From an optimization exercise on the open Yosys and OpenROAD flow, aimed at small area; shortcuts taken in it are not production practice.
In this exercise RTL edits were held to simulation tests only and were not proved equivalent to the original.
Power and IR drop assume default switching activity.

<file path="flow/config.mk">
export PLATFORM = sky130hd
export DESIGN_NAME = cnn_pool_top
export DESIGN_NICKNAME = cnn_pool_top
export VERILOG_FILES = /design/flow/design.v
export SDC_FILE = /design/flow/constraint.sdc
export NUM_CORES = 4
export LEC_CHECK = 0
export ABC_AREA = 1
export CAP_MARGIN = 0
export CORE_MARGIN = 2
export CORE_UTILIZATION = 80
export SLEW_MARGIN = 0
export SYNTH_HIERARCHICAL = 1
</file>
<file path="flow/constraint.sdc">
create_clock -name core_clock -period 10.0 [get_ports {clk}]
set_input_delay 2.0000 -clock core_clock [delete_from_list [all_inputs] [get_ports {clk}]]
set_output_delay 2.0000 -clock core_clock [all_outputs]
set_load 0.01 [all_outputs]
</file>
<file path="flow/design.v">
package cnn_geom_pkg;
    localparam int CI     = 3;
    localparam int PIX_BW = 16;
    localparam int IMG_W  = 8;
    localparam int IMG_H  = 8;
    localparam int POOL_W = IMG_W / 2;
    localparam int COL_BW = 3;
    localparam int ROW_BW = 3;
endpackage
package cnn_ctrl_pkg;
    typedef enum logic {
        POOL_MAX = 1'b0,
        POOL_AVG = 1'b1
    } pool_op_e;
    typedef enum logic [1:0] {
        S_IDLE = 2'd0,
        S_RUN  = 2'd1,
        S_HOLD = 2'd2
    } pool_state_e;
endpackage
import cnn_geom_pkg::*;
module relu_stage (
    input  logic [PIX_BW-1:0] i_pixel,
    output logic [PIX_BW-2:0] o_mag,
    output logic              o_neg
);
    assign o_mag = i_pixel[PIX_BW-2:0];
    assign o_neg = i_pixel[PIX_BW-1];
endmodule
import cnn_geom_pkg::*;
module line_buffer (
    input  logic              clk,
    input  logic              i_shift,
    input  logic              i_rot,
    input  logic              i_rot_n,
    input  logic              i_odd_col,
    input  logic              i_odd_row,
    input  cnn_ctrl_pkg::pool_op_e i_op,
    input  logic [PIX_BW-2:0] i_mag,
    input  logic              i_neg,
    output logic [PIX_BW-2:0] o_result
);
    logic [PIX_BW:0]   tail;
    logic [PIX_BW-1:0] ring [POOL_W-1];
    logic [PIX_BW-1:0] folded;
    logic [PIX_BW:0]   head;
    logic [PIX_BW:0]   acc_in;
    logic [PIX_BW:0]   acc_out;
    logic              avg;
    assign avg = (i_op == cnn_ctrl_pkg::POOL_AVG);
    assign folded = {tail[PIX_BW-1:1], avg ? tail[0] : tail[PIX_BW]};
    assign head   = {~avg & ring[0][0], ring[0][PIX_BW-1:1], avg & ring[0][0]};
    assign acc_in = (i_odd_col || !i_shift) ? tail
                  : (i_odd_row ? head : '0);
    pool_unit u_pool_unit (
        .i_op   (i_op),
        .i_hold (~i_shift),
        .i_acc  (acc_in),
        .i_mag  (i_mag),
        .i_neg  (i_neg),
        .o_acc  (acc_out)
    );
    logic [PIX_BW-1:0] ring_next [POOL_W-1];
    for (genvar i = 0; i < POOL_W-1; i++) begin : g_ring
        logic [PIX_BW-1:0] load;
        if (i == POOL_W-2) begin : g_last
            assign load = folded;
        end else begin : g_mid
            assign load = ring[i+1];
        end
        ring_sel u_ring_sel (
            .i_load    (load),
            .i_load_en (i_rot),
            .i_keep    (ring[i]),
            .i_keep_en (i_rot_n),
            .o_next    (ring_next[i])
        );
    end
    always_ff @(posedge clk) begin
        tail <= acc_out;
        for (int i = 0; i < POOL_W-1; i++) begin
            ring[i] <= ring_next[i];
        end
    end
    assign o_result = tail[PIX_BW:2];
endmodule
module ring_sel (
    input  logic [PIX_BW-1:0] i_load,
    input  logic              i_load_en,
    input  logic [PIX_BW-1:0] i_keep,
    input  logic              i_keep_en,
    output logic [PIX_BW-1:0] o_next
);
    assign o_next = (i_load & {PIX_BW{i_load_en}}) | (i_keep & {PIX_BW{i_keep_en}});
endmodule
import cnn_geom_pkg::*;
import cnn_ctrl_pkg::*;
module pool_unit (
    input  cnn_ctrl_pkg::pool_op_e  i_op,
    input  logic                    i_hold,
    input  logic [PIX_BW:0]         i_acc,
    input  logic [PIX_BW-2:0]       i_mag,
    input  logic                    i_neg,
    output logic [PIX_BW:0]         o_acc
);
    logic [PIX_BW:0]   nacc;
    logic [PIX_BW-2:0] naddend;
    logic [PIX_BW:0]   nsum;
    logic [PIX_BW+1:0] ncarry;
    logic [PIX_BW-1:0] borrow;
    logic              keep;
    assign nacc    = ~i_acc;
    assign naddend = (i_op == POOL_AVG && !i_neg && !i_hold) ? ~i_mag : '1;
    assign ncarry[0] = 1'b1;
    for (genvar i = 0; i <= PIX_BW; i++) begin : g_add
        if (i < PIX_BW-1) begin : g_fa
            assign nsum[i]     = nacc[i] ^ naddend[i] ^ ncarry[i];
            assign ncarry[i+1] = (nacc[i] & naddend[i]) | (nacc[i] & ncarry[i])
                               | (naddend[i] & ncarry[i]);
        end else begin : g_ha
            assign nsum[i]     = ~(nacc[i] ^ ncarry[i]);
            assign ncarry[i+1] = nacc[i] | ncarry[i];
        end
    end
    assign borrow[0] = 1'b0;
    for (genvar i = 0; i < PIX_BW-1; i++) begin : g_cmp
        assign borrow[i+1] = (nacc[i+2] & i_mag[i]) | (nacc[i+2] & borrow[i])
                           | (i_mag[i] & borrow[i]);
    end
    assign keep = i_neg | ~borrow[PIX_BW-1];
    assign o_acc = (i_op == POOL_AVG || keep || i_hold) ? ~nsum : {i_mag, i_mag[1:0]};
endmodule
import cnn_geom_pkg::*;
import cnn_ctrl_pkg::*;
module pool_ctrl (
    input  logic                 clk,
    input  logic                 reset_n,
    input  logic                 i_valid,
    output logic                 o_ready,
    input  cnn_ctrl_pkg::pool_op_e i_pool_op,
    output cnn_ctrl_pkg::pool_op_e o_op,
    output logic                 o_shift,
    output logic                 o_rot,
    output logic                 o_rot_n,
    output logic                 o_odd_col,
    output logic                 o_odd_row,
    output logic                 o_valid,
    output logic                 o_last,
    input  logic                 i_ready
);
    cnn_ctrl_pkg::pool_op_e op_q;
    logic [COL_BW-1:0] col;
    logic [ROW_BW-1:0] row;
    logic              accept;
    logic              frame_start;
    logic              win_done;
    assign o_ready = ~(o_valid & ~i_ready);
    assign accept  = i_valid & o_ready;
    assign frame_start = (row == '0) & (col == '0);
    assign win_done    = accept & row[0] & col[0];
    assign o_last = o_valid & frame_start;
    assign o_op      = cnn_ctrl_pkg::pool_op_e'(frame_start ? i_pool_op : op_q);
    assign o_shift   = accept;
    assign o_rot     = accept & ~col[0];
    assign o_rot_n   = ~o_rot;
    assign o_odd_col = col[0];
    assign o_odd_row = row[0];
    always_ff @(posedge clk or negedge reset_n) begin
        if (!reset_n) begin
            op_q    <= POOL_MAX;
            col     <= '0;
            row     <= '0;
            o_valid <= 1'b0;
        end else begin
            if (accept && frame_start) op_q <= i_pool_op;
            {row, col} <= {row, col} + (COL_BW+ROW_BW)'(accept);
            if (win_done) begin
                o_valid <= 1'b1;
            end else if (i_ready) begin
                o_valid <= 1'b0;
            end
        end
    end
endmodule
import cnn_geom_pkg::*;
import cnn_ctrl_pkg::*;
module cnn_pool_top (
    input  logic                 clk,
    input  logic                 reset_n,
    input  logic                 i_valid,
    output logic                 o_ready,
    input  logic [CI*PIX_BW-1:0] i_pixel,
    input  cnn_ctrl_pkg::pool_op_e             i_pool_op,
    output logic                 o_valid,
    output logic [CI*PIX_BW-1:0] o_pool,
    output logic                 o_last,
    input  logic                 i_ready
);
    logic                     shift;
    logic                     rot;
    logic                     rot_n;
    logic                     odd_col;
    logic                     odd_row;
    cnn_ctrl_pkg::pool_op_e   op;
    for (genvar c = 0; c < CI; c++) begin : g_ch
        logic [PIX_BW-2:0] result;
        logic [PIX_BW-2:0] mag;
        logic              neg;
        relu_stage u_relu (
            .i_pixel (i_pixel[c*PIX_BW +: PIX_BW]),
            .o_mag   (mag),
            .o_neg   (neg)
        );
        line_buffer u_line_buffer (
            .clk       (clk),
            .i_shift   (shift),
            .i_rot     (rot),
            .i_rot_n   (rot_n),
            .i_odd_col (odd_col),
            .i_odd_row (odd_row),
            .i_op      (op),
            .i_mag     (mag),
            .i_neg     (neg),
            .o_result  (result)
        );
        assign o_pool[c*PIX_BW +: PIX_BW] = {1'b0, result};
    end
    pool_ctrl u_pool_ctrl (
        .clk       (clk),
        .reset_n   (reset_n),
        .i_valid   (i_valid),
        .o_ready   (o_ready),
        .i_pool_op (i_pool_op),
        .o_op      (op),
        .o_shift   (shift),
        .o_rot     (rot),
        .o_rot_n   (rot_n),
        .o_odd_col (odd_col),
        .o_odd_row (odd_row),
        .o_valid   (o_valid),
        .o_last    (o_last),
        .i_ready   (i_ready)
    );
endmodule
</file>
<file path="flow/flow/run.sh">
#!/bin/bash
# The standard layout (the standard.sh, unchanged ORFS steps) with
# settings that only reduce cell area:
#  - Yosys's synth skips its quick ABC pass (-noabc), so the adders reach
#    extract_fa as written and map to full adders without inverters between
#    them; the final ABC run maps the logic for area alone
#    (flow/abc_area.script: no buffering or upsizing in ABC; OpenROAD
#    repairs slew, load and timing later);
#  - the port buffers are the smallest buffer, buf_1, not clkdlybuf4s50_1;
#  - CTS uses small clock buffers and no dummy loads.
# Each tool's output goes to a log file of its own in this folder.
set -euo pipefail
W=$PWD

rm -rf "$W/scripts_area"
cp -r "$FLOW_HOME/scripts" "$W/scripts_area"
cp "$W/flow/abc_area.script" "$W/scripts_area/abc_area.script"
# ABC keeps a22o_2 over the smaller a22o_1 of the same function; synthesis
# leaves it out (OpenROAD may still use it later)
sed -i '1i set ::env(DONT_USE_CELLS) "$::env(DONT_USE_CELLS) sky130_fd_sc_hd__a22o_2"' "$W/scripts_area/synth_preamble.tcl"
sed -i 's/^if { !\$::env(SYNTH_HIERARCHICAL) } {$/if { 1 } {/' "$W/scripts_area/synth.tcl"
grep -q '^if { 1 } {$' "$W/scripts_area/synth.tcl"
export SCRIPTS_DIR="$W/scripts_area"

export SYNTH_ARGS="-noabc"
export SYNTH_KEEP_MODULES="ring_sel"
export BUFFER_PORTS_ARGS="-buffer_cell sky130_fd_sc_hd__buf_1"
export CTS_ARGS="-sink_clustering_enable -repair_clock_nets -sink_clustering_size 18 -sink_clustering_max_diameter 70 -buf_list {sky130_fd_sc_hd__clkbuf_2 sky130_fd_sc_hd__clkbuf_4 sky130_fd_sc_hd__clkbuf_8} -dont_use_dummy_load"

bash standard.sh synth > "$W/synth.log" 2>&1
bash standard.sh > "$W/layout.log" 2>&1
</file>
<file path="flow/flow/abc_area.script">
strash
dc2
dch -f
map -a
topo
</file>
<file path="flow/standard.sh">
#!/bin/bash
# synth_recipe.tcl (not shown) runs the flow's synth.tcl, then flattens the netlist and writes it again
# the make line also repeats each setting of config.mk as NAME=value (left out here)
make -C /OpenROAD-flow-scripts/flow DESIGN_CONFIG=/design/flow/config.mk WORK_HOME=/design/flow/orfs CLKGATE_MAP_FILE= SYNTH_SCRIPT=/design/flow/synth_recipe.tcl "${@:-finish}"
</file>
==> flow_summary.yaml, run 1 <==
sta:
  final-max-slew-violation-count: 0
  tightest_slew_ps: 1040
  fin_skew_ps: 59.2
  setup_viol: 0
  relSlewSlack_pct: 30.3
  hold_viol_final: 0
  timing.final.crit_share_pct: 96.3
  period_minus_slack_ps: 9630
  clock.fmax_ghz: 0.104
  rsz0062_at_grt: "no"
final_layout:
  syn2layout_area_growth_pct: 6.32
  finish.instance_area_mm2: 0.00916
  nets: 1011
  antenna_cells: 0
  fin_util_pct: 88.3
  drive_above_1_share_pct: 4.42
logic_synthesis:
  ys_seq_elements: 203
  synth-edff-count: 0
  ys.warnings.count: 5
  ys_types: 25
  async_flop_share_pct: 3.94
  syn_area_mm2: 0.00861
  yosysMostFrequentCell: "dfxtp_1"
  synth_top_area_share_pct: 45.3
  synthTopCellsByCount: "dfxtp_1 (195), a22o_1 (184), nand2_1 (85)"
  avgSynthCellArea_um2: 10.5
  synth-main-ff-cell: "dfxtp_1"
  synth_area_leader_cell: "dfxtp_1"
  synth_area_leaders: "dfxtp_1 (45%), a22o_1 (19%), fa_1 (9.8%), buf_4 (4.2%), nand2_1 (3.7%)"
  yosysSeqAreaShare_pct: 47.6
  synth_cells: 821
place:
  dp_hpwl_um: 13000
  io_buffer_count: 100
  gp_congestion: 0.916
  dpl_cell_area_mm2: 0.00895
cts:
  clock_path_buffers: 3
  numCtsBuffers: 15
  cts_hold_buffers: 0
  postCtsSetupRepairBufs: 0
  root_buffer: "clkbuf_8"
  clock_latency_ps: 480
  cts_resized: 0
  clkTransAtPathRegs_ps: 100
  cts_tree: "yes"
  cts.sinks: 203
  htree_levels: 1
pwr:
  intPower_mw: 1.79
  ir_worst_vdd_mv: 0.225
  combPwrFrac_pct: 38.9
  power_frac_clock_pct: 13.0
  powerDensity_mw_per_mm2: 313
  power_leakage_nw: 3.84
  pwr-share-seq_pct: 48.0
  p_total_mw: 2.86
  switchingPower_mw: 1.07
  switching_share_pct: 37.4
grt:
  grt_pass1_vias: 6731
  grt_max_degree: 88
  grt_usage_pct: 33.6
  grt.overflow.total: 0
  grt_first_pass_wirelength_um: 31600
  antenna_found_initial: 0
worst_setup_path:
  crit_required_ps: 10330
  critical_path.top_delay_family: "adder cells"
  cp-end-kind: "flop"
  max_stage_delay_ps: 450
  critPathKind: "in -> reg"
  arrival_ps: 9960
  path_buf_inv: 3
  crit_slowest_cell: "fa_1"
  cp_max_fo: 10
  startpoint_type: "input pin"
  cpMostUsedCell: "fa_1"
floorplanning:
  start_util_pct: 83.1
  ios: 104
  num_rows: 37
  die-height_um: 108
  die_width_um: 108
  coreArea_mm2: 0.0104
  die-area_mm2: 0.0116
drt:
  wire_per_inst_um: 18.3
  wl_um: 19000
  avgViaCountPerCell: 6.46
  via_count: 6719
  drt_iter0_drc: 525
  detail-route-antenna-nets: 0
  firstDrtPassIters: 5
  drc: 0
run:
  drv_cap: 0
outcome:
  status: "complete, no violations"
worst_hold_path:
  hp-class: "reg -> reg"
-- power groups by stage --
stage | combinational, mW | clock [mW] | sequential, mW
after detailed placement | 1.09 | 0 | 1.38
after floorplan | 0.915 | 0 | 1.31
after global routing | 1.23 | 0.403 | 1.41
final | 1.11 | 0.373 | 1.37
after global placement | 1.02 | 0 | 1.36
after CTS | 1.10 | 0.375 | 1.37
-- per-layer routing --
| layer | global-route usage (%) | vias up | share of wire, % |
|---|---|---|---|
| li1 | - | 3106 | - |
| met1 | 43.6 | 3277 | 42 |
| met2 | 58.0 | 281 | 49 |
| met3 | 4.96 | 55 | 6.0 |
| met4 | 10.9 | 0 | 2.9 |
| met5 | 0 | - | 0 |
-- worst paths after layout --
| kind | from | to | slack, ps | cells after the start |
|---|---|---|---|---|
| hold / removal | g_ch[1].u_line_buffer.ring[1][13]$_DFF_P_ | g_ch[1].u_line_buffer.ring[0][13]$_DFF_P_ | 420 | 1 |
| hold reg to reg | g_ch[1].u_line_buffer.ring[1][13]$_DFF_P_ | g_ch[1].u_line_buffer.ring[0][13]$_DFF_P_ | 420 | 1 |
| setup reg to reg | u_pool_ctrl.row[0]$_DFF_PN0_ | g_ch[1].u_line_buffer.tail[16]$_DFF_P_ | 1090 | 25 |
| min in group asynchronous | reset_n | u_pool_ctrl.col[2]$_DFF_PN0_ | 1420 | 1 |
| setup / recovery | i_ready | g_ch[2].u_line_buffer.tail[16]$_DFF_P_ | 370 | 28 |
| max in group asynchronous | reset_n | u_pool_ctrl.row[2]$_DFF_PN0_ | 8280 | 1 |
-- placed cells by master, fill, tap and decap left out, types with 8 or more instances in the layout --
master    synthesis  layout
dfxtp_1         195     195
a22o_1          184     184
buf_1             0     100
nand2_1          85      84
clkinv_1         66      64
nor2_1           54      53
o21ai_0          50      49
fa_1             42      42
o22ai_1          21      21
a22oi_1          16      16
clkbuf_8          0      15
buf_4            48      14
a21oi_1          10      10
ha_1             10       8
dfrtp_1           8       8
-- stage by stage --
stage | hold WS [ps] | worst slack, ps | instances | setup TNS (ps)
after CTS | 423 | 333 | 1040 | 0
after floorplan | 440 | 17.1 | 823 | 0
after detailed placement | 457 | -136 | 1025 | -314
final | 421 | 375 | 1040 | 0
after global routing | 437 | 5.27 | 1040 | 0
after global placement | 450 | 68.5 | 1025 | 0
-- state kept, by name (all words and copies together) (netlist names) --
register,cells
u_pool_ctrl.o_valid,1
u_pool_ctrl.row,3
u_pool_ctrl.col,3
g_ch.u_line_buffer.ring,144
u_pool_ctrl.op_q,1
g_ch.u_line_buffer.tail,51
-- cells by family after synthesis --
logic type	Yosys count	share of synthesized area, %
AND/OR/NAND/NOR	149	6.67
buffers and inverters	114	7.06
AO/OA/AOI/OAI	295	26.7
flip-flops	203	47.6
adder cells (fa/ha/maj)	52	11.2
other	1	0.0435
XOR/XNOR	7	0.712
-- final cells by class --
class	instances	area, um2
flip-flops and latches	203	4100
fillers	494	1210
repair buffers	114	480
well taps	136	170
clock buffers	15	206
multi-input cells	506	3930
inverters	66	263
-- per-module statistics from Yosys, one instance, submodules excluded --
module,cell area (um2),flops+latches
cnn_pool_top,7350,203
ring_sel,140,0
==> run 2, diff against run 1 <==
--- a/flow/flow/run.sh
+++ b/flow/flow/run.sh
@@ -26,5 +26,5 @@
 export SYNTH_KEEP_MODULES="ring_sel"
 export BUFFER_PORTS_ARGS="-buffer_cell sky130_fd_sc_hd__buf_1"
-export CTS_ARGS="-sink_clustering_enable -repair_clock_nets -sink_clustering_size 18 -sink_clustering_max_diameter 70 -buf_list {sky130_fd_sc_hd__clkbuf_2 sky130_fd_sc_hd__clkbuf_4 sky130_fd_sc_hd__clkbuf_8} -dont_use_dummy_load"
+export CTS_ARGS="-sink_clustering_enable -repair_clock_nets -sink_clustering_size 35 -sink_clustering_max_diameter 60 -buf_list {sky130_fd_sc_hd__clkbuf_16} -dont_use_dummy_load"
 
 bash standard.sh synth > "$W/synth.log" 2>&1
==> run 2 against run 1 <==
Net effect:
- largest power group unchanged
- via count grew 2.7%
- critical path depth is the same
- synthesized cell count is the same
- die area is the same
- final cell count shrank 0.29%
- final area grew 1.1%
- still clean
- clock-buffer cell count shrank 3
- clock skew shrank 21 ps
- sequential share of layout area shrank 0.47 points
==> flow_summary.yaml, run 2 <==
floorplanning:
  die_width_um: 108
  die-height_um: 108
  num_rows: 37
  ios: 104
  coreArea_mm2: 0.0104
  start_util_pct: 83.1
  die-area_mm2: 0.0116
logic_synthesis:
  syn_area_mm2: 0.00861
  ys_types: 25
  avgSynthCellArea_um2: 10.5
  ys.warnings.count: 5
  ys_seq_elements: 203
  synth_area_leader_cell: "dfxtp_1"
  async_flop_share_pct: 3.94
  synth_cells: 821
  synth_top_area_share_pct: 45.3
  synthTopCellsByCount: "dfxtp_1 (195), a22o_1 (184), nand2_1 (85)"
  synth-main-ff-cell: "dfxtp_1"
  synth_area_leaders: "dfxtp_1 (45%), a22o_1 (19%), fa_1 (9.8%), buf_4 (4.2%), nand2_1 (3.7%)"
  yosysMostFrequentCell: "dfxtp_1"
  yosysSeqAreaShare_pct: 47.6
  synth-edff-count: 0
cts:
  postCtsSetupRepairBufs: 0
  cts.sinks: 203
  clock_path_buffers: 3
  clock_latency_ps: 460
  numCtsBuffers: 12
  cts_hold_buffers: 0
  cts_resized: 0
  htree_levels: 1
  clkTransAtPathRegs_ps: 100
  cts_tree: "yes"
  root_buffer: "clkbuf_16"
sta:
  final-max-slew-violation-count: 0
  hold_viol_final: 0
  setup_viol: 0
  period_minus_slack_ps: 9630
  relSlewSlack_pct: 30.6
  tightest_slew_ps: 1040
  hold-worst-slack_ps: 463
  rsz0062_at_grt: "no"
  timing.final.crit_share_pct: 96.3
  clock.fmax_ghz: 0.104
  fin_skew_ps: 38.0
final_layout:
  largest_register_ffs: 144
  nets: 1008
  drive_above_1_share_pct: 4.22
  fillers: 481
  layout_common_cells: "dfxtp_1 (195), a22o_1 (184), buf_1 (100), nand2_1 (84), clkinv_1 (64)"
  syn2layout_area_growth_pct: 7.44
  antenna_cells: 0
  top_register: "g_ch.u_line_buffer.ring"
  largestRegisters: "g_ch.u_line_buffer.ring: 144 flops, g_ch.u_line_buffer.tail: 51 flops"
  layout_commonest_cell: "dfxtp_1"
worst_setup_path:
  startpoint_type: "input pin"
  critPathKind: "in -> reg"
  cp-end-kind: "flop"
  crit_required_ps: 10320
  arrival_ps: 9950
  cp_max_fo: 10
drt:
  wire_per_inst_um: 19.3
  drc: 0
  via_count: 6901
  detail-route-antenna-nets: 0
  drt_iter0_drc: 569
  wl_um: 20100
  avgViaCountPerCell: 6.65
  firstDrtPassIters: 5
grt:
  grt_usage_pct: 34.9
  grt.overflow.total: 0
  gr-usage-met2_pct: 59.0
  top_usage_layer: "met2"
  grt.met1_usage_pct: 44.6
  grt_pass1_vias: 6903
  grtUsageMet3_pct: 5.63
  grt_max_degree: 88
  grt_first_pass_wirelength_um: 32600
  antenna_found_initial: 0
place:
  gp_congestion: 0.916
  io_buffer_count: 100
  dp_hpwl_um: 13000
worst_hold_path:
  hp-class: "reg -> reg"
pwr:
  ir_worst_vdd_mv: 0.221
  powerDensity_mw_per_mm2: 322
  p_total_mw: 2.98
  power_leakage_nw: 3.88
outcome:
  status: "complete, no violations"
run:
  drv_cap: 0
-- run 2: critical path, cell delays in order --
cell and delay, ps:
buf_1 70, or2_2 320, nand2_2 90, clkinv_1 90
ha_2 230, clkinv_8 80, nor2_4 60, nand2_1 80
o22ai_1 90, ha_1 210, fa_1 410, fa_1 440
fa_1 430, fa_1 430, fa_1 450, fa_1 460
fa_1 430, fa_1 430, fa_1 420, fa_1 440
fa_1 450, fa_1 430, fa_1 430, fa_1 410
ha_1 210, xor2_1 160, nand2_1 80, o21ai_0 110
-- run 2: logic make-up (layout without fill, tap and decap cells) --
| group | Yosys count | count (layout) | synth area share, % |
|---|---|---|---|
| AOI/OAI and AO/OA | 295 | 295 | 26.7 |
| xor gates and xnor gates | 7 | 7 | 0.712 |
| adders and majority gates | 52 | 52 | 11.2 |
| and+or+nand+nor | 149 | 149 | 6.67 |
| buffers and inverters | 114 | 192 | 7.06 |
| other | 1 | 3 | 0.0435 |
| DFF | 203 | 203 | 47.6 |
-- run 2: through the flow --
step	instances	area, um2	utilization (%)	TNS [ps]	worst slack (ps)
floorplan	823	8650	-	0	17.1
global placement	1025	8950	86.3	0	68.5
detailed placement	1025	8950	86.3	-314	-136
CTS	1037	9250	89.2	0	288
global route	1037	9250	89.2	0	35.4
finish	1037	9250	89.2	0	371
-- run 2: routing by layer --
| metal | vias up | wire length [um] |
|---|---|---|
| li1 | 3104 | - |
| met1 | 3361 | 8010 |
| met2 | 355 | 9870 |
| met3 | 81 | 1460 |
| met4 | 0 | 712 |
| met5 | - | 0 |
-- run 2: cell type report --
cell class	instances	area (um2)	share of cell area (%)
sequential	203	4100	44.3
multi-input combinational	506	3940	42.5
timing repair buffer	114	480	5.19
clock buffer	12	300	3.24
inverter	66	263	2.84
tap	136	170	1.84
-- run 2: worst paths after layout --
| kind | startpoint | endpoint | slack [ps] | cells after the start |
|---|---|---|---|---|
| worst max-delay path | i_ready | g_ch[1].u_line_buffer.tail[16]$_DFF_P_ | 370 | 28 |
| worst min-delay path | g_ch[1].u_line_buffer.ring[2][0]$_DFF_P_ | g_ch[1].u_line_buffer.ring[1][0]$_DFF_P_ | 460 | 1 |
| worst max register to register | u_pool_ctrl.row[0]$_DFF_PN0_ | g_ch[1].u_line_buffer.tail[16]$_DFF_P_ | 870 | 25 |
| worst min register to register | g_ch[1].u_line_buffer.ring[2][0]$_DFF_P_ | g_ch[1].u_line_buffer.ring[1][0]$_DFF_P_ | 460 | 1 |
| max in group asynchronous | reset_n | u_pool_ctrl.col[2]$_DFF_PN0_ | 8270 | 1 |
| min in group asynchronous | reset_n | u_pool_ctrl.row[2]$_DFF_PN0_ | 1430 | 1 |
-- run 2: per-module statistics from Yosys (local to each module, per instance) --
module        cell area [um2]  cells  flops+latches
cnn_pool_top             7350    677            203
ring_sel                  140     16              0
-- run 2: report_power, final --
group,internal (mW),leakage (nW),switching [mW]
registers,1.15,1.71,0.228
logic,0.503,2.02,0.634
clock network,0.215,0.148,0.245
==> run 3, diff against run 2 <==
--- a/flow/flow/run.sh
+++ b/flow/flow/run.sh
@@ -26,5 +26,5 @@
 export SYNTH_KEEP_MODULES="ring_sel"
 export BUFFER_PORTS_ARGS="-buffer_cell sky130_fd_sc_hd__buf_1"
-export CTS_ARGS="-sink_clustering_enable -repair_clock_nets -sink_clustering_size 35 -sink_clustering_max_diameter 60 -buf_list {sky130_fd_sc_hd__clkbuf_16} -dont_use_dummy_load"
+export CTS_ARGS="-sink_clustering_enable -repair_clock_nets -sink_clustering_size 20 -sink_clustering_max_diameter 60 -buf_list {sky130_fd_sc_hd__clkbuf_2 sky130_fd_sc_hd__clkbuf_4 sky130_fd_sc_hd__clkbuf_8} -dont_use_dummy_load"
 
 bash standard.sh synth > "$W/synth.log" 2>&1
--- a/flow/config.mk
+++ b/flow/config.mk
@@ -9,5 +9,5 @@
 export CAP_MARGIN = 0
 export CORE_MARGIN = 2
-export CORE_UTILIZATION = 80
+export CORE_UTILIZATION = 75
 export SLEW_MARGIN = 0
 export SYNTH_HIERARCHICAL = 1
==> run 3 against run 2 <==
Net effect:
- still clean on timing, DRC and antenna
- fmax up 1.0%
- power down 4.7%
- combinational power down 4%
- synthesized cell count unchanged
- final cell count up 0.77%
- sequential power about the same
- utilization down 8.3 points
- clock-buffer cell count up 2
- sequential share of layout area up 0.47 points
- largest power group unchanged
==> flow_summary.yaml, run 3 <==
logic_synthesis:
  async_flop_share_pct: 3.94
  ys_seq_elements: 203
  yosysSeqAreaShare_pct: 47.6
  avgSynthCellArea_um2: 10.5
  synth-edff-count: 0
  syn_area_mm2: 0.00861
  ys.warnings.count: 5
  synthTopCellsByCount: "dfxtp_1 (195), a22o_1 (184), nand2_1 (85)"
  synth_cells: 821
  synth_area_leader_cell: "dfxtp_1"
  synth_top_area_share_pct: 45.3
  ys_types: 25
  synth-main-ff-cell: "dfxtp_1"
  yosysMostFrequentCell: "dfxtp_1"
  synth_area_leaders: "dfxtp_1 (45%), a22o_1 (19%), fa_1 (9.8%), buf_4 (4.2%), nand2_1 (3.7%)"
final_layout:
  nets: 1009
  syn2layout_area_growth_pct: 6.32
  largestRegisters: "g_ch.u_line_buffer.ring: 144 flops, g_ch.u_line_buffer.tail: 51 flops"
  top_register: "g_ch.u_line_buffer.ring"
  drive_above_1_share_pct: 4.21
  layout_commonest_cell: "dfxtp_1"
  antenna_cells: 0
  fin_util_pct: 80.9
  layout_common_cells: "dfxtp_1 (195), a22o_1 (184), buf_1 (100), nand2_1 (84), clkinv_1 (64)"
  largest_register_ffs: 144
  fillers: 759
cts:
  clkTransAtPathRegs_ps: 110
  htree_levels: 1
  cts.sinks: 203
  root_buffer: "clkbuf_8"
  clock_latency_ps: 490
  clock_path_buffers: 3
  cts_hold_buffers: 0
  postCtsSetupRepairBufs: 0
  cts_resized: 0
  numCtsBuffers: 14
  cts_tree: "yes"
worst_hold_path:
  worstHoldStart: "g_ch[1].u_line_buffer.ring[1][4]$_DFF_P_"
  hp-class: "reg -> reg"
sta:
  hold-worst-slack_ps: 469
  tightest_slew_ps: 1090
  period_minus_slack_ps: 9530
  relSlewSlack_pct: 27.4
  setup_tns_ps: 0
  clock.fmax_ghz: 0.105
  hold_viol_final: 0
  final-max-slew-violation-count: 0
  rsz0062_at_grt: "no"
  timing.final.crit_share_pct: 95.3
  fin_skew_ps: 25.5
  setup_viol: 0
worst_setup_path:
  critPathKind: "in -> reg"
  crit_required_ps: 10330
  startpoint_type: "input pin"
  arrival_ps: 9860
  cp-end-kind: "flop"
  timing.rr.start: "u_pool_ctrl.row[0]$_DFF_PN0_"
  cp_max_fo: 15
  critPathLaunch: "i_ready"
pwr:
  ir_worst_vdd_mv: 0.224
  power_leakage_nw: 3.84
  powerDensity_mw_per_mm2: 310
drt:
  avgViaCountPerCell: 6.30
  wl_um: 18300
  via_count: 6584
  wire_per_inst_um: 17.5
  drt_iter0_drc: 464
  drc: 0
  firstDrtPassIters: 5
  detail-route-antenna-nets: 0
floorplanning:
  die_width_um: 111
  num_rows: 39
  die-area_mm2: 0.0124
  ios: 104
  coreArea_mm2: 0.0113
  start_util_pct: 76.1
  die-height_um: 111
grt:
  grt_pass1_vias: 6422
  grt_usage_pct: 29.7
  grt_first_pass_wirelength_um: 30700
  antenna_found_initial: 0
  grt.overflow.total: 0
  grt_max_degree: 112
place:
  dp_hpwl_um: 12500
  io_buffer_count: 100
  gp_congestion: 0.883
run:
  drv_cap: 0
outcome:
  status: "complete, no violations"
## run 3: per-module statistics from Yosys, one instance, submodules excluded
module	cells inside	flip-flops and latches	copies in the design
ring_sel	16	0	9
cnn_pool_top	677	203	1
## run 3: worst paths after layout
check                                                           endpoint  depth (start not counted)  slack [ps]
worst min register to register  g_ch[1].u_line_buffer.ring[0][4]$_DFF_P_                          1         470
min in group asynchronous                u_pool_ctrl.o_valid$_DFFE_PN0P_                          1        1410
worst max register to register    g_ch[2].u_line_buffer.tail[16]$_DFF_P_                         25        1330
worst max-delay path              g_ch[1].u_line_buffer.tail[16]$_DFF_P_                         27         470
worst min-delay path            g_ch[1].u_line_buffer.ring[0][4]$_DFF_P_                          1         470
max in group asynchronous                   u_pool_ctrl.col[2]$_DFF_PN0_                          1        8290
## run 3: kinds of logic after synthesis
family          after synthesis  share of synthesized area, %
compound gates              295                          26.7
xor+xnor                      7                         0.712
fa+ha+maj                    52                          11.2
buf+inv                     114                          7.06
flops                       203                          47.6
other cells                   1                        0.0435
simple gates                149                          6.67
## run 3: cell type report
cell class	instances	area (um2)	area share (%)
sequential	203	4100	44.8
multi-input combinational	506	3930	43.0
timing repair buffer	113	485	5.30
inverter	66	263	2.87
clock buffer	14	193	2.10
tap	143	179	1.95
## run 3: worst max-delay path, stage by stage
cell	delay, ps
buf_1	60
or2_2	320
nand2_2	80
clkinv_1	90
ha_2	230
clkinv_8	60
nor2_4	60
buf_4	200
a22o_1	210
fa_1	390
fa_1	430
fa_1	420
fa_1	420
fa_1	420
fa_1	430
fa_1	430
fa_1	420
fa_1	430
fa_1	420
fa_1	440
fa_1	450
fa_1	440
fa_1	410
ha_1	230
xor2_1	160
nand2_1	80
o21ai_0	110
## run 3: power by group
part	leakage [nW]	switching, mW	internal, mW	total [mW]
combinational	2.02	0.600	0.503	1.10
sequential	1.71	0.216	1.15	1.37
clock	0.101	0.240	0.128	0.367
## run 3: metal layers
layer	global-route usage, %	share of wire (%)	wire [um]	up-vias
met4	9.88	3.2	584	0
met3	3.34	5.5	1010	54
met1	39.5	43	7780	3185
met2	51.1	49	8900	254
li1	-	-	-	3091
met5	0	0	0	-
## run 3: per-stage QoR
stage               instance area [um2]  worst slack [ps]  total power [mW]  cells
finish                             9160               469              2.84   1045
global route                       9160              94.4              3.02   1045
CTS                                9160               448              2.84   1045
detailed placement                 8960             -37.6              2.46   1031
global placement                   8960               112              2.39   1031
floorplan                          8650              17.1              2.23    823
==> run 4, diff against run 3 <==
--- a/flow/config.mk
+++ b/flow/config.mk
@@ -9,5 +9,5 @@
 export CAP_MARGIN = 0
 export CORE_MARGIN = 2
-export CORE_UTILIZATION = 75
+export CORE_UTILIZATION = 80
 export SLEW_MARGIN = 0
 export SYNTH_HIERARCHICAL = 1
==> run 4 against run 3 <==
Net effect:
- utilization rose by 7.3 points
- clock-buffer cell count did not move
- critical path depth rose by 1
- power rose by 0.64%
- die area fell by 6.0%
- clock skew rose by 4.9 ps
- synthesized cell count did not move
==> flow_summary.yaml, run 4 <==
outcome:
  status: "complete, no violations"
place:
  gp_congestion: 0.916
  io_buffer_count: 100
  dp_hpwl_um: 13000
  post-place-ws_ps: -136
drt:
  avgViaCountPerCell: 6.46
  firstDrtPassIters: 6
  drt_iter0_drc: 453
  detail-route-antenna-nets: 0
  wl_um: 19100
  drc: 0
  via_count: 6713
  wire_per_inst_um: 18.4
sta:
  setup_viol: 0
  tightest_slew_ps: 1000
  period_minus_slack_ps: 9620
  rsz0062_at_grt: "no"
  hold-worst-slack_ps: 468
  setup_tns_ps: 0
  clock.fmax_ghz: 0.104
  final-max-slew-violation-count: 0
  relSlewSlack_pct: 33.1
  timing.final.crit_share_pct: 96.2
  setup_slack_ps: 377
  fin_skew_ps: 30.4
  hold_viol_final: 0
logic_synthesis:
  synth_top_area_share_pct: 45.3
  synth-main-ff-cell: "dfxtp_1"
  synthTopCellsByCount: "dfxtp_1 (195), a22o_1 (184), nand2_1 (85)"
  synth_area_leaders: "dfxtp_1 (45%), a22o_1 (19%), fa_1 (9.8%), buf_4 (4.2%), nand2_1 (3.7%)"
  ys_types: 25
  synth_cells: 821
  avgSynthCellArea_um2: 10.5
  ys.warnings.count: 5
  yosysSeqAreaShare_pct: 47.6
  syn_area_mm2: 0.00861
  yosysMostFrequentCell: "dfxtp_1"
  synth-edff-count: 0
  ys_seq_elements: 203
  synth_area_leader_cell: "dfxtp_1"
  async_flop_share_pct: 3.94
grt:
  grt_pass1_vias: 6821
  grt_max_degree: 88
  grt_first_pass_wirelength_um: 31900
  grt_usage_pct: 33.6
  antenna_found_initial: 0
  grt.overflow.total: 0
final_layout:
  drive_above_1_share_pct: 4.43
  largestRegisters: "g_ch.u_line_buffer.ring: 144 flops, g_ch.u_line_buffer.tail: 51 flops"
  nets: 1010
  layout_commonest_cell: "dfxtp_1"
  fillers: 518
  largest_register_ffs: 144
  top_register: "g_ch.u_line_buffer.ring"
  antenna_cells: 0
  layout_common_cells: "dfxtp_1 (195), a22o_1 (184), buf_1 (100), nand2_1 (84), clkinv_1 (64)"
  syn2layout_area_growth_pct: 6.19
worst_hold_path:
  worstHoldStart: "g_ch[1].u_line_buffer.ring[2][2]$_DFF_P_"
  hold_depth: 1
  hp-class: "reg -> reg"
  holdPathEnd: "g_ch[1].u_line_buffer.ring[1][2]$_DFF_P_"
pwr:
  powerDensity_mw_per_mm2: 312
  ir_worst_vdd_mv: 0.198
  power_leakage_nw: 3.84
floorplanning:
  die-height_um: 108
  die-area_mm2: 0.0116
  ios: 104
  num_rows: 37
  start_util_pct: 83.1
  coreArea_mm2: 0.0104
  die_width_um: 108
run:
  drv_cap: 0
cts:
  clock_path_buffers: 3
  htree_levels: 1
  cts_hold_buffers: 0
  numCtsBuffers: 14
  cts.sinks: 203
  cts_tree: "yes"
  clkTransAtPathRegs_ps: 110
  clock_latency_ps: 490
  root_buffer: "clkbuf_8"
worst_setup_path:
  timing.rr.start: "u_pool_ctrl.row[0]$_DFF_PN0_"
  cp_max_fo: 10
  critPathKind: "in -> reg"
  r2r_end: "g_ch[1].u_line_buffer.tail[16]$_DFF_P_"
  cp-end-kind: "flop"
  startpoint_type: "input pin"
  r2r_cells: 25
  crit_required_ps: 10320
  rrSetupSlack_ps: 1070
  arrival_ps: 9950
## run 4: cell count changes in the layout (fill, tap and decap cells not counted)
cell    previous run  this run
buf_12             1         0
fa_1              42        41
fa_2               0         1
buf_4             12        14
## run 4: modules after synthesis (local to each module, per instance)
| module | times used | cells | area (um2) | flip-flops and latches |
|---|---|---|---|---|
| cnn_pool_top | 1 | 677 | 7350 | 203 |
| ring_sel | 9 | 16 | 140 | 0 |
## run 4: logic make-up after synthesis
group                    count (synthesis)  share of synthesized area [%]
AO/OA/AOI/OAI                          295                           26.7
flip-flops                             203                           47.6
AND/OR/NAND/NOR                        149                           6.67
buffers and inverters                  114                           7.06
adder cells (fa/ha/maj)                 52                           11.2
XOR/XNOR                                 7                          0.712
other                                    1                         0.0435
## run 4: per-layer routing
layer	wire, um	GRT usage [%]
met3	1350	5.33
met2	9410	57.5
met1	7810	43.5
met4	569	11.8
met5	0	0
## run 4: worst max-delay path by stage
stage,start,to,slack (ps),cells after the start
final,i_ready,g_ch[1].u_line_buffer.tail[16]$_DFF_P_,380,28
after detailed placement,i_ready,g_ch[2].u_line_buffer.tail[16]$_DFF_P_,-140,28
after floorplan,i_ready,g_ch[0].u_line_buffer.tail[16]$_DFF_P_,20,27
after CTS,i_ready,g_ch[2].u_line_buffer.tail[16]$_DFF_P_,330,28
after global placement,i_ready,g_ch[2].u_line_buffer.tail[16]$_DFF_P_,70,28
after global routing,i_ready,g_ch[2].u_line_buffer.tail[16]$_DFF_P_,80,28
## run 4: power breakdown
| part | switching, mW | internal [mW] | leakage [nW] |
|---|---|---|---|
| sequential | 0.223 | 1.15 | 1.71 |
| clock | 0.236 | 0.128 | 0.101 |
| combinational | 0.616 | 0.502 | 2.02 |
## run 4: final cells by class
cell class	instances	area (um2)	share of cell area [%]
Inverter	66	263	2.87
Sequential cell	203	4100	44.9
Clock buffer	14	193	2.11
Timing Repair Buffer	114	480	5.25
Multi-Input combinational cell	506	3940	43.0
Tap cell	136	170	1.86
## run 4: repair_timing
| item | CTS | global route |
|---|---|---|
| buffers inserted | 0 | 0 |
| gates resized for setup | 0 | 1 |
| setup endpoints to repair | 0 | 1 |
## run 4: through the flow
step | std cells | cell area, um2 | power [mW] | util [%]
5_1_grt | 1039 | 9150 | 3.03 | 88.2
2_1_floorplan | 823 | 8650 | 2.23 | -
3_3_place_gp | 1025 | 8950 | 2.38 | 86.3
3_5_place_dp | 1025 | 8950 | 2.47 | 86.3
4_1_cts | 1039 | 9140 | 2.84 | 88.2
6_report | 1039 | 9150 | 2.86 | 88.2
## run 4: critical path, cell delays in order
cell and delay [ps]:
buf_1 70, or2_2 330, nand2_2 90, clkinv_1 90, ha_2 230, clkinv_8 80
nor2_4 60, nand2_1 90, o22ai_1 90, ha_1 210, fa_1 410, fa_1 430
fa_1 430, fa_1 430, fa_1 450, fa_1 450, fa_1 430, fa_1 420
fa_1 420, fa_1 440, fa_1 440, fa_1 430, fa_1 430, fa_1 410
ha_1 210, xor2_1 160, nand2_1 80, o21ai_0 110
==> run 5, diff against run 4 <==
--- a/flow/design.v
+++ b/flow/design.v
@@ -45,5 +45,5 @@
     logic [PIX_BW-1:0] folded;
     logic [PIX_BW:0]   head;
-    logic [PIX_BW:0]   acc_in;
+    logic [PIX_BW:0]   acc_in;    
     logic [PIX_BW:0]   acc_out;
     logic              avg;
@@ -51,10 +51,19 @@
     assign folded = {tail[PIX_BW-1:1], avg ? tail[0] : tail[PIX_BW]};
     assign head   = {~avg & ring[0][0], ring[0][PIX_BW-1:1], avg & ring[0][0]};
-    assign acc_in = (i_odd_col || !i_shift) ? tail
-                  : (i_odd_row ? head : '0);
+    logic sel_tail;
+    logic sel_head;
+    assign sel_tail = i_odd_col | ~i_shift;
+    assign sel_head = ~sel_tail & i_odd_row;
+    acc_nsel u_acc_nsel (
+        .i_a    (tail),
+        .i_a_en (sel_tail),
+        .i_b    (head),
+        .i_b_en (sel_head),
+        .o_ny   (acc_in)
+    );
     pool_unit u_pool_unit (
         .i_op   (i_op),
         .i_hold (~i_shift),
-        .i_acc  (acc_in),
+        .i_nacc (acc_in),
         .i_mag  (i_mag),
         .i_neg  (i_neg),
@@ -94,4 +103,13 @@
     assign o_next = (i_load & {PIX_BW{i_load_en}}) | (i_keep & {PIX_BW{i_keep_en}});
 endmodule
+module acc_nsel (
+    input  logic [PIX_BW:0] i_a,
+    input  logic            i_a_en,
+    input  logic [PIX_BW:0] i_b,
+    input  logic            i_b_en,
+    output logic [PIX_BW:0] o_ny
+);
+    assign o_ny = ~((i_a & {(PIX_BW+1){i_a_en}}) | (i_b & {(PIX_BW+1){i_b_en}}));
+endmodule
 import cnn_geom_pkg::*;
 import cnn_ctrl_pkg::*;
@@ -99,5 +117,5 @@
     input  cnn_ctrl_pkg::pool_op_e  i_op,
     input  logic                    i_hold,
-    input  logic [PIX_BW:0]         i_acc,
+    input  logic [PIX_BW:0]         i_nacc,
     input  logic [PIX_BW-2:0]       i_mag,
     input  logic                    i_neg,
@@ -110,5 +128,5 @@
     logic [PIX_BW-1:0] borrow;
     logic              keep;
-    assign nacc    = ~i_acc;
+    assign nacc    = i_nacc;
     assign naddend = (i_op == POOL_AVG && !i_neg && !i_hold) ? ~i_mag : '1;
     assign ncarry[0] = 1'b1;
--- a/flow/flow/run.sh
+++ b/flow/flow/run.sh
@@ -24,5 +24,5 @@
 
 export SYNTH_ARGS="-noabc"
-export SYNTH_KEEP_MODULES="ring_sel"
+export SYNTH_KEEP_MODULES="ring_sel acc_nsel"
 export BUFFER_PORTS_ARGS="-buffer_cell sky130_fd_sc_hd__buf_1"
 export CTS_ARGS="-sink_clustering_enable -repair_clock_nets -sink_clustering_size 20 -sink_clustering_max_diameter 60 -buf_list {sky130_fd_sc_hd__clkbuf_2 sky130_fd_sc_hd__clkbuf_4 sky130_fd_sc_hd__clkbuf_8} -dont_use_dummy_load"
==> run 5 against run 4 <==
Net effect:
- largest power group unchanged
- power down 2.0%
- sequential power about the same
- still clean on timing, DRC and antenna
- largest cell class unchanged
- clock skew up 19 ps
- via count down 2.2%
- critical path type unchanged
- fmax up 4.2%
- highest routed layer unchanged
- worst setup slack better by 390 ps
- sequential share of layout area up 0.38 points
- synthesized area down 1.6%
==> flow_summary.yaml, run 5 <==
pwr:
  pwr-share-seq_pct: 49.6
  ir_worst_vdd_mv: 0.215
  power_frac_clock_pct: 13.2
  switching_share_pct: 37.7
  p_total_mw: 2.80
  power_leakage_nw: 3.32
  intPower_mw: 1.74
  powerDensity_mw_per_mm2: 309
  combPwrFrac_pct: 37.3
  switchingPower_mw: 1.06
floorplanning:
  die-height_um: 107
  start_util_pct: 82.1
  coreArea_mm2: 0.0103
  num_rows: 37
  die-area_mm2: 0.0114
  ios: 104
  die_width_um: 107
worst_setup_path:
  path_buf_inv: 6
  cp-end-kind: "flop"
  startpoint_type: "input pin"
  cp_max_fo: 22
  crit_required_ps: 10350
  crit_slowest_cell: "fa_1"
  arrival_ps: 9590
  cpMostUsedCell: "fa_1"
  critPathKind: "in -> reg"
  max_stage_delay_ps: 450
  critical_path.top_delay_family: "adder cells"
final_layout:
  fin_util_pct: 87.8
  antenna_cells: 0
  top_register: "g_ch.u_line_buffer.ring"
  layout_common_cells: "dfxtp_1 (195), a22o_1 (144), nand2_1 (106), buf_1 (100), a22oi_1 (61)"
  largestRegisters: "g_ch.u_line_buffer.ring: 144 flops, g_ch.u_line_buffer.tail: 51 flops"
  layout_commonest_cell: "dfxtp_1"
  finish.instance_area_mm2: 0.00907
  largest_register_ffs: 144
  drive_above_1_share_pct: 6.41
  nets: 981
  stdcell_count: 1010
  syn2layout_area_growth_pct: 7.04
drt:
  route.top_layer_used: "met4"
  wirelength_met1_um: 7800
  via_count: 6564
  drt_iter0_drc: 722
  met3_length_um: 1330
  drc: 0
  wl_um: 18800
  wl_met2_um: 9390
  detail-route-antenna-nets: 0
  wire_per_inst_um: 18.6
  firstDrtPassIters: 5
  avgViaCountPerCell: 6.50
logic_synthesis:
  yosysMostFrequentCell: "dfxtp_1"
  async_flop_share_pct: 3.94
  ys_types: 26
  yosysSeqAreaShare_pct: 48.4
  avgSynthCellArea_um2: 10.7
  synth_area_leader_cell: "dfxtp_1"
  synth_area_leaders: "dfxtp_1 (46%), a22o_1 (15%), fa_1 (9.9%), a22oi_1 (5.4%), nand2_1 (4.7%)"
  synth-edff-count: 0
  ys_seq_elements: 203
  synth_cells: 791
  synth-main-ff-cell: "dfxtp_1"
  synthTopCellsByCount: "dfxtp_1 (195), a22o_1 (144), nand2_1 (107)"
  syn_area_mm2: 0.00847
  synth_top_area_share_pct: 46.1
  ys.warnings.count: 5
grt:
  grt_usage_pct: 32.8
  antenna_found_initial: 0
  grt.overflow.total: 0
  grt_pass1_vias: 6495
  grt_max_degree: 118
  grt_first_pass_wirelength_um: 30700
outcome:
  status: "complete, no violations"
cts:
  numCtsBuffers: 14
  postCtsSetupRepairBufs: 0
  root_buffer: "clkbuf_8"
  cts_resized: 0
  cts_tree: "yes"
  clock_latency_ps: 500
  cts_hold_buffers: 0
  htree_levels: 1
  clkTransAtPathRegs_ps: 100
  cts.sinks: 203
  clock_path_buffers: 3
place:
  dpl_cell_area_mm2: 0.00888
  dp_cells: 996
  dp_hpwl_um: 12800
  io_buffer_count: 100
  post-place-ws_ps: 277
  gp_congestion: 0.924
sta:
  hold_viol_final: 0
  hold-worst-slack_ps: 474
  clock.fmax_ghz: 0.108
  relSlewSlack_pct: 22.1
  timing.final.crit_share_pct: 92.3
  rsz0062_at_grt: "no"
  setup_slack_ps: 767
  final-max-slew-violation-count: 0
  tightest_slew_ps: 1170
  fin_skew_ps: 49.4
  period_minus_slack_ps: 9230
  setup_tns_ps: 0
  setup_viol: 0
worst_hold_path:
  hp-class: "reg -> reg"
run:
  drv_cap: 0
[run 5: cell count changes in the layout (fill, tap and decap cells not counted), moves of 3 or more]
cell / change
a21oi_1: -4
a221o_2: -3
a221oi_1: +3
a22o_1: -40
a22oi_1: +45
clkinv_1: -33
fa_1: -11
fa_2: +11
mux2_2: +3
nand2_1: +22
nand3_1: -4
nor2_1: -25
o21ai_0: +8
o22ai_1: -8
[run 5: kinds of logic after synthesis]
kind of cell	Yosys count	synth area share (%)
other	1	0.0443
XOR/XNOR	7	0.724
multiplexers	3	0.399
AND/OR/NAND/NOR	148	6.82
flip-flops	203	48.4
AO/OA/AOI/OAI	295	26.4
adder cells (fa/ha/maj)	52	11.4
buffers and inverters	82	5.76
[run 5: area by class of cell]
cell class	count	area [um2]
tap	136	170
sequential	203	4100
inverter	34	144
fill	531	1250
timing repair buffer	115	488
multi-input combinational	508	3970
clock buffer	14	193
[run 5: final timing paths]
check / from / endpoint / slack (ps) / cells past startpoint
max in group asynchronous: reset_n / u_pool_ctrl.row[0]$_DFF_PN0_ / 8290 / 1
hold reg to reg: g_ch[0].u_line_buffer.ring[1][14]$_DFF_P_ / g_ch[0].u_line_buffer.ring[0][14]$_DFF_P_ / 470 / 1
hold / removal: g_ch[0].u_line_buffer.ring[1][14]$_DFF_P_ / g_ch[0].u_line_buffer.ring[0][14]$_DFF_P_ / 470 / 1
min in group asynchronous: reset_n / u_pool_ctrl.col[0]$_DFF_PN0_ / 1400 / 1
setup / recovery: i_ready / g_ch[1].u_line_buffer.tail[15]$_DFF_P_ / 770 / 27
setup reg to reg: u_pool_ctrl.col[0]$_DFF_PN0_ / g_ch[0].u_line_buffer.tail[15]$_DFF_P_ / 1640 / 27
[run 5: power by group through the flow]
stage	Clock (mW)	Sequential [mW]	Combinational [mW]
2_1_floorplan	0	1.32	0.848
3_3_place_gp	0	1.37	0.954
3_5_place_dp	0	1.39	1.02
4_1_cts	0.368	1.38	1.03
5_1_grt	0.399	1.42	1.15
6_report	0.369	1.39	1.04
[run 5: layer usage]
layer | track usage (%) | up-vias
li1 | - | 3047
met3 | 5.05 | 38
met1 | 43.7 | 3185
met4 | 7.51 | 0
met2 | 56.9 | 294
met5 | 0 | -
[run 5: modules after synthesis, one instance, submodules excluded]
module | cell area, um2 | times used | cells inside
acc_nsel | 128 | 3 | 17
cnn_pool_top | 6830 | 1 | 596
ring_sel | 140 | 9 | 16
==> run 6, diff against run 5 <==
--- a/flow/design.v
+++ b/flow/design.v
@@ -126,5 +126,5 @@
     logic [PIX_BW:0]   nsum;
     logic [PIX_BW+1:0] ncarry;
-    logic [PIX_BW-1:0] borrow;
+    logic              larger;
     logic              keep;
     assign nacc    = i_nacc;
@@ -141,11 +141,24 @@
         end
     end
+    word_gt u_word_gt (
+        .i_ntop (nacc[PIX_BW:2]),
+        .i_word (i_mag),
+        .o_gt   (larger)
+    );
+    assign keep = i_neg | ~larger;
+    assign o_acc = (i_op == POOL_AVG || keep || i_hold) ? ~nsum : {i_mag, i_mag[1:0]};
+endmodule
+module word_gt (
+    input  logic [PIX_BW-2:0] i_ntop,
+    input  logic [PIX_BW-2:0] i_word,
+    output logic              o_gt
+);
+    logic [PIX_BW-1:0] borrow;
     assign borrow[0] = 1'b0;
     for (genvar i = 0; i < PIX_BW-1; i++) begin : g_cmp
-        assign borrow[i+1] = (nacc[i+2] & i_mag[i]) | (nacc[i+2] & borrow[i])
-                           | (i_mag[i] & borrow[i]);
-    end
-    assign keep = i_neg | ~borrow[PIX_BW-1];
-    assign o_acc = (i_op == POOL_AVG || keep || i_hold) ? ~nsum : {i_mag, i_mag[1:0]};
+        assign borrow[i+1] = (i_ntop[i] & i_word[i]) | (i_ntop[i] & borrow[i])
+                           | (i_word[i] & borrow[i]);
+    end
+    assign o_gt = borrow[PIX_BW-1];
 endmodule
 import cnn_geom_pkg::*;
--- a/flow/flow/run.sh
+++ b/flow/flow/run.sh
@@ -24,5 +24,5 @@
 
 export SYNTH_ARGS="-noabc"
-export SYNTH_KEEP_MODULES="ring_sel acc_nsel"
+export SYNTH_KEEP_MODULES="ring_sel acc_nsel pool_ctrl"
 export BUFFER_PORTS_ARGS="-buffer_cell sky130_fd_sc_hd__buf_1"
 export CTS_ARGS="-sink_clustering_enable -repair_clock_nets -sink_clustering_size 20 -sink_clustering_max_diameter 60 -buf_list {sky130_fd_sc_hd__clkbuf_2 sky130_fd_sc_hd__clkbuf_4 sky130_fd_sc_hd__clkbuf_8} -dont_use_dummy_load"
==> run 6 against run 5 <==
Net effect:
- clock power decreased by 2%
- synthesized area is 0.43% lower
- clock skew increased by 1.2 ps
- sequential share of layout area grew 0.13 points
- utilization grew 0.14 points
- via count increased by 1.7%
- routed wire length increased by 3.8%
- register-to-register slack better by 90 ps
- global-route usage up 0.97 points
- largest power group unchanged
==> flow_summary.yaml, run 6 <==
outcome:
  status: "complete, no violations"
logic_synthesis:
  synth_top_area_share_pct: 46.3
  ys_types: 26
  yosysMostFrequentCell: "dfxtp_1"
  ys_seq_elements: 203
  synthTopCellsByCount: "dfxtp_1 (195), a22o_1 (144), nand2_1 (98)"
  avgSynthCellArea_um2: 10.8
  async_flop_share_pct: 3.94
  synth-edff-count: 0
  yosysSeqAreaShare_pct: 48.7
  ys.warnings.count: 5
  synth_cells: 780
  synth-main-ff-cell: "dfxtp_1"
  syn_area_mm2: 0.00844
  synth_area_leader_cell: "dfxtp_1"
  synth_area_leaders: "dfxtp_1 (46%), a22o_1 (15%), fa_1 (10%), a22oi_1 (5.3%), nand2_1 (4.4%)"
sta:
  fin_skew_ps: 50.5
  hold_viol_final: 0
  period_minus_slack_ps: 9450
  setup_tns_ps: 0
  timing.final.crit_share_pct: 94.5
  final-max-slew-violation-count: 0
  rsz0062_at_grt: "no"
  relSlewSlack_pct: 28.9
  tightest_slew_ps: 1070
  clock.fmax_ghz: 0.106
  setup_viol: 0
drt:
  via_count: 6673
  firstDrtPassIters: 6
  avgViaCountPerCell: 6.69
  wl_um: 19600
  wire_per_inst_um: 19.6
  drc: 0
  detail-route-antenna-nets: 0
  drt_iter0_drc: 501
worst_setup_path:
  critPathKind: "in -> reg"
  critPathLaunch: "i_ready"
  timing.rr.start: "u_pool_ctrl.col[0]$_DFF_PN0_"
  max_stage_delay_ps: 440
  startpoint_type: "input pin"
  r2r_end: "g_ch[2].u_line_buffer.tail[15]$_DFF_P_"
  r2r_cells: 28
  crit_required_ps: 10370
  arrival_ps: 9820
  crit_slowest_cell: "fa_1"
  cp_max_fo: 6
  cp-end-kind: "flop"
  rrSetupSlack_ps: 1730
  cpMostUsedCell: "fa_2"
cts:
  htree_levels: 1
  cts.sinks: 203
  cts_tree: "yes"
  numCtsBuffers: 14
  clkTransAtPathRegs_ps: 110
  clock_latency_ps: 500
  cts_hold_buffers: 0
  postCtsSetupRepairBufs: 0
  root_buffer: "clkbuf_8"
  cts_resized: 0
  clock_path_buffers: 3
final_layout:
  register_area_mm2: 0.00410
  drive_above_1_share_pct: 7.54
  multi_input_area_mm2: 0.00398
  antenna_cells: 0
  layout_commonest_cell: "dfxtp_1"
  syn2layout_area_growth_pct: 7.19
  top_register: "g_ch.u_line_buffer.ring"
  layout_common_cells: "dfxtp_1 (195), a22o_1 (144), buf_1 (100), nand2_1 (98), a22oi_1 (59)"
  nets: 968
  largest_register_ffs: 144
  fillers: 492
  largestRegisters: "g_ch.u_line_buffer.ring: 144 flops, g_ch.u_line_buffer.tail: 51 flops"
grt:
  grt_usage_pct: 33.8
  grt_pass1_vias: 6605
  grt_first_pass_wirelength_um: 31100
  grt_max_degree: 109
  grt.overflow.total: 0
  antenna_found_initial: 0
pwr:
  powerDensity_mw_per_mm2: 328
  p_total_mw: 2.96
  ir_worst_vdd_mv: 0.244
  power_leakage_nw: 3.27
floorplanning:
  num_rows: 37
  ios: 104
  die_width_um: 107
  start_util_pct: 82.1
  die-height_um: 107
  die-area_mm2: 0.0114
  coreArea_mm2: 0.0103
worst_hold_path:
  holdPathEnd: "g_ch[0].u_line_buffer.ring[0][7]$_DFF_P_"
  worstHoldStart: "g_ch[0].u_line_buffer.ring[1][7]$_DFF_P_"
  hold_depth: 1
  hp-class: "reg -> reg"
place:
  dp_hpwl_um: 13100
  io_buffer_count: 100
  gp_congestion: 0.910
run:
  drv_cap: 0
[run 6: changes by cell type after synthesis, sizes merged, moves of 2 or more]
cell / change
nand2: -9
o21ai: -7
a221oi: +5
clkinv: -5
nor2: +4
a21oi: +3
nor3b: +3
o22ai: +3
a22oi: -2
nor3: -2
o211a: -2
[run 6: routing by layer]
metal | global-route usage, % | up-vias | share of wire (%)
met5 | 0 | - | 0
met4 | 16.0 | 0 | 4.2
met3 | 5.35 | 96 | 6.8
met2 | 57.6 | 329 | 50
met1 | 42.3 | 3236 | 39
li1 | - | 3012 | -
[run 6: cells by family after synthesis]
group,count (synthesis),synth area share [%]
AO/OA/AOI/OAI,295,26.6
flip-flops,203,48.7
AND/OR/NAND/NOR,143,6.72
buffers and inverters,77,5.56
adder cells (fa/ha/maj),51,11.3
XOR/XNOR,7,0.727
multiplexers,3,0.400
other,1,0.0445
[run 6: cell type report]
class / instances / area share, %
tap: 136 / 1.88
sequential: 203 / 45.4
timing repair buffer: 114 / 5.31
multi-input combinational: 502 / 44.0
inverter: 29 / 1.25
clock buffer: 14 / 2.13
[run 6: critical path, delay by kind of cell]
family                     cells  cell delay [ps]
adders and majority gates     16             5990
buffers and inverters          6              660
and+or+nand+nor                2              490
AOI/OAI and AO/OA              2              410
muxes                          1              250
[run 6: how the worst max path moves through the flow]
| stage | cells after the start | end | slack [ps] |
|---|---|---|---|
| after floorplan | 26 | g_ch[0].u_line_buffer.tail[15]$_DFF_P_ | 20 |
| after global placement | 27 | g_ch[0].u_line_buffer.tail[15]$_DFF_P_ | 300 |
| after detailed placement | 27 | g_ch[2].u_line_buffer.tail[15]$_DFF_P_ | 120 |
| after CTS | 27 | g_ch[2].u_line_buffer.tail[15]$_DFF_P_ | 580 |
| after global routing | 27 | g_ch[2].u_line_buffer.tail[15]$_DFF_P_ | 290 |
| final | 27 | g_ch[2].u_line_buffer.tail[15]$_DFF_P_ | 550 |
[run 6: modules after synthesis (local to each module, per instance)]
module	cells	times used	cell area, um2	flops+latches
cnn_pool_top	545	1	6410	195
acc_nsel	17	3	128	0
pool_ctrl	40	1	380	8
ring_sel	16	9	140	0
[run 6: where the power goes]
part,total (mW),switching (mW),internal [mW]
combinational,1.14,0.629,0.507
sequential,1.47,0.260,1.21
clock,0.362,0.235,0.127
[run 6: per-stage QoR]
stage	utilization [%]	worst slack [ps]	cell area (um2)	hold WS (ps)	instances
6_report	88.0	549	9040	452	998
5_1_grt	88.0	290	9040	481	998
4_1_cts	88.0	578	9040	463	998
3_5_place_dp	86.1	121	8850	456	984
3_3_place_gp	86.1	303	8850	449	984
2_1_floorplan	-	18.0	8530	440	782
==> run 7, diff against run 6 <==
--- a/flow/flow/run.sh
+++ b/flow/flow/run.sh
@@ -24,5 +24,5 @@
 
 export SYNTH_ARGS="-noabc"
-export SYNTH_KEEP_MODULES="ring_sel acc_nsel pool_ctrl"
+export SYNTH_KEEP_MODULES="ring_sel acc_nsel word_gt pool_ctrl"
 export BUFFER_PORTS_ARGS="-buffer_cell sky130_fd_sc_hd__buf_1"
 export CTS_ARGS="-sink_clustering_enable -repair_clock_nets -sink_clustering_size 20 -sink_clustering_max_diameter 60 -buf_list {sky130_fd_sc_hd__clkbuf_2 sky130_fd_sc_hd__clkbuf_4 sky130_fd_sc_hd__clkbuf_8} -dont_use_dummy_load"
==> run 7 against run 6 <==
Net effect:
- flip-flop and latch count unchanged
- clock skew shrank 16 ps
- largest power group unchanged
- critical endpoint unchanged
- combinational power about the same
- sequential share of layout area is 0.069 points higher
- critical path type unchanged
==> flow_summary.yaml, run 7 <==
drt:
  detail-route-antenna-nets: 0
  via_count: 6568
  wire_per_inst_um: 19.2
  drt_iter0_drc: 570
  wl_um: 19200
  firstDrtPassIters: 5
  drc: 0
  avgViaCountPerCell: 6.59
logic_synthesis:
  syn_area_mm2: 0.00845
  async_flop_share_pct: 3.94
  avgSynthCellArea_um2: 10.8
  synthTopCellsByCount: "dfxtp_1 (195), a22o_1 (144), nand2_1 (105)"
  synth_cells: 780
  synth-main-ff-cell: "dfxtp_1"
  synth_area_leader_cell: "dfxtp_1"
  ys_types: 25
  ys.warnings.count: 5
  synth_area_leaders: "dfxtp_1 (46%), a22o_1 (15%), fa_1 (10%), a22oi_1 (5.3%), nand2_1 (4.7%)"
  yosysSeqAreaShare_pct: 48.6
  synth-edff-count: 0
  ys_seq_elements: 203
  synth_top_area_share_pct: 46.2
  yosysMostFrequentCell: "dfxtp_1"
sta:
  clock.fmax_ghz: 0.107
  setup_viol: 0
  setup_slack_ps: 679
  setup_tns_ps: 0
  hold_viol_final: 0
  tightest_slew_ps: 1090
  fin_skew_ps: 34.4
  rsz0062_at_grt: "no"
  relSlewSlack_pct: 27.5
  period_minus_slack_ps: 9320
  timing.final.crit_share_pct: 93.2
  final-max-slew-violation-count: 0
worst_hold_path:
  holdPathEnd: "g_ch[1].u_line_buffer.ring[1][15]$_DFF_P_"
  worstHoldStart: "g_ch[1].u_line_buffer.ring[2][15]$_DFF_P_"
  hold_depth: 1
  hp-class: "reg -> reg"
final_layout:
  nets: 967
  layout_commonest_cell: "dfxtp_1"
  drive_above_1_share_pct: 7.32
  stdcell_count: 997
  top_register: "g_ch.u_line_buffer.ring"
  largest_register_ffs: 144
  fin_util_pct: 87.9
  layout_common_cells: "dfxtp_1 (195), a22o_1 (144), nand2_1 (105), buf_1 (100), a22oi_1 (60)"
  syn2layout_area_growth_pct: 6.86
  antenna_cells: 0
  largestRegisters: "g_ch.u_line_buffer.ring: 144 flops, g_ch.u_line_buffer.tail: 51 flops"
grt:
  grt_max_degree: 109
  grt.overflow.total: 0
  grt_pass1_vias: 6658
  grt_usage_pct: 34.2
  antenna_found_initial: 0
  grt_first_pass_wirelength_um: 31700
worst_setup_path:
  r2r_end: "g_ch[2].u_line_buffer.tail[15]$_DFF_P_"
  r2r_cells: 28
  cp_max_fo: 8
  cp-end-kind: "flop"
  critPathKind: "in -> reg"
  arrival_ps: 9690
  crit_required_ps: 10370
  rrSetupSlack_ps: 1550
  timing.rr.start: "u_pool_ctrl.row[0]$_DFF_PN0_"
  startpoint_type: "input pin"
floorplanning:
  coreArea_mm2: 0.0103
  ios: 104
  die-area_mm2: 0.0114
  die_width_um: 107
  start_util_pct: 82.2
  die-height_um: 107
  num_rows: 37
pwr:
  power_frac_clock_pct: 12.4
  powerDensity_mw_per_mm2: 325
  switching_share_pct: 37.7
  switchingPower_mw: 1.11
  power_leakage_nw: 3.29
  pwr-share-seq_pct: 49.7
  p_total_mw: 2.93
  intPower_mw: 1.83
  ir_worst_vdd_mv: 0.231
  combPwrFrac_pct: 37.9
cts:
  postCtsSetupRepairBufs: 0
  cts_hold_buffers: 0
  cts.sinks: 203
  numCtsBuffers: 14
  clkTransAtPathRegs_ps: 110
  root_buffer: "clkbuf_8"
  clock_latency_ps: 490
  cts_resized: 0
  htree_levels: 1
  clock_path_buffers: 3
  cts_tree: "yes"
run:
  drv_cap: 0
place:
  dp_cells: 983
  dp_hpwl_um: 13200
  post-place-ws_ps: 179
  gp_congestion: 0.894
  io_buffer_count: 100
outcome:
  status: "complete, no violations"
-- run 7: layout make-up --
class,instances,area [um2]
flip-flops and latches,203,4100
clock buffers,14,193
multi-input cells,505,3990
fillers,505,1250
repair buffers,113,473
inverters,26,100
well taps,136,170
-- run 7: kinds of logic after synthesis --
family          count (synthesis)  share of synthesized area (%)
simple gates                  143                           6.59
buf+inv                        74                           5.42
compound gates                298                           27.0
mux                             3                          0.400
fa+ha+maj                      51                           11.3
flops                         203                           48.6
xor+xnor                        7                          0.726
other cells                     1                         0.0444
-- run 7: how the worst max path moves through the flow --
stage	start	to	slack [ps]	depth (start not counted)
2_1_floorplan	i_ready	g_ch[0].u_line_buffer.tail[15]$_DFF_P_	20	26
3_3_place_gp	i_ready	g_ch[0].u_line_buffer.tail[15]$_DFF_P_	410	27
3_5_place_dp	i_ready	g_ch[0].u_line_buffer.tail[15]$_DFF_P_	180	27
4_1_cts	i_ready	g_ch[2].u_line_buffer.tail[15]$_DFF_P_	690	27
5_1_grt	i_ready	g_ch[0].u_line_buffer.tail[15]$_DFF_P_	440	27
6_report	i_ready	g_ch[2].u_line_buffer.tail[15]$_DFF_P_	680	27
-- run 7: worst max-delay path: stages --
cell and delay [ps]:
buf_1 90, clkinv_1 120, a21oi_4 300, clkinv_1 130, or2_4 280, nor2_4 250, a22oi_1 130, clkinv_1 60
ha_1 140, clkinv_1 80, fa_1 420, fa_1 440, fa_1 430, fa_1 430, fa_1 440, fa_2 380
fa_2 370, fa_2 370, fa_2 370, fa_2 380, fa_2 380, fa_2 370, fa_2 370, fa_1 400
clkinv_1 60, ha_1 220, mux2_2 260
-- run 7: metrics by stage --
| step | hold WS [ps] | cell area [um2] |
|---|---|---|
| 3_3_place_gp | 449 | 8840 |
| 6_report | 461 | 9030 |
| 4_1_cts | 462 | 9030 |
| 3_5_place_dp | 458 | 8840 |
| 2_1_floorplan | 440 | 8540 |
| 5_1_grt | 484 | 9030 |
-- run 7: per-module statistics from Yosys, one instance, submodules excluded --
module | flops+latches | copies in the design | cells | area [um2]
acc_nsel | 0 | 3 | 17 | 128
cnn_pool_top | 195 | 1 | 482 | 6010
word_gt | 0 | 3 | 21 | 139
pool_ctrl | 8 | 1 | 40 | 380
ring_sel | 0 | 9 | 16 | 140
-- run 7: layer usage --
| layer | routed length (um) | up-vias | global-route usage, % |
|---|---|---|---|
| met3 | 1390 | 54 | 5.53 |
| met5 | 0 | - | 0 |
| met2 | 9310 | 322 | 55.9 |
| met4 | 534 | 0 | 13.4 |
| li1 | - | 3024 | - |
| met1 | 7950 | 3168 | 46.3 |
-- run 7: power by group through the flow --
stage               Sequential, mW  Clock [mW]  Combinational, mW
floorplan                     1.38           0              0.904
global placement              1.43           0               1.02
detailed placement            1.46           0               1.09
CTS                           1.45       0.369               1.10
global route                  1.50       0.397               1.22
finish                        1.46       0.364               1.11

Re-timed with assumed drivers on the ports (clkbuf_16 on the clock, buf_2 on other inputs), run 7 has 0.680 ns of setup slack against 0.679 ns with ideal ports, and 0.170 ns once port delays also move by the mid clock arrival of 0.510 ns.
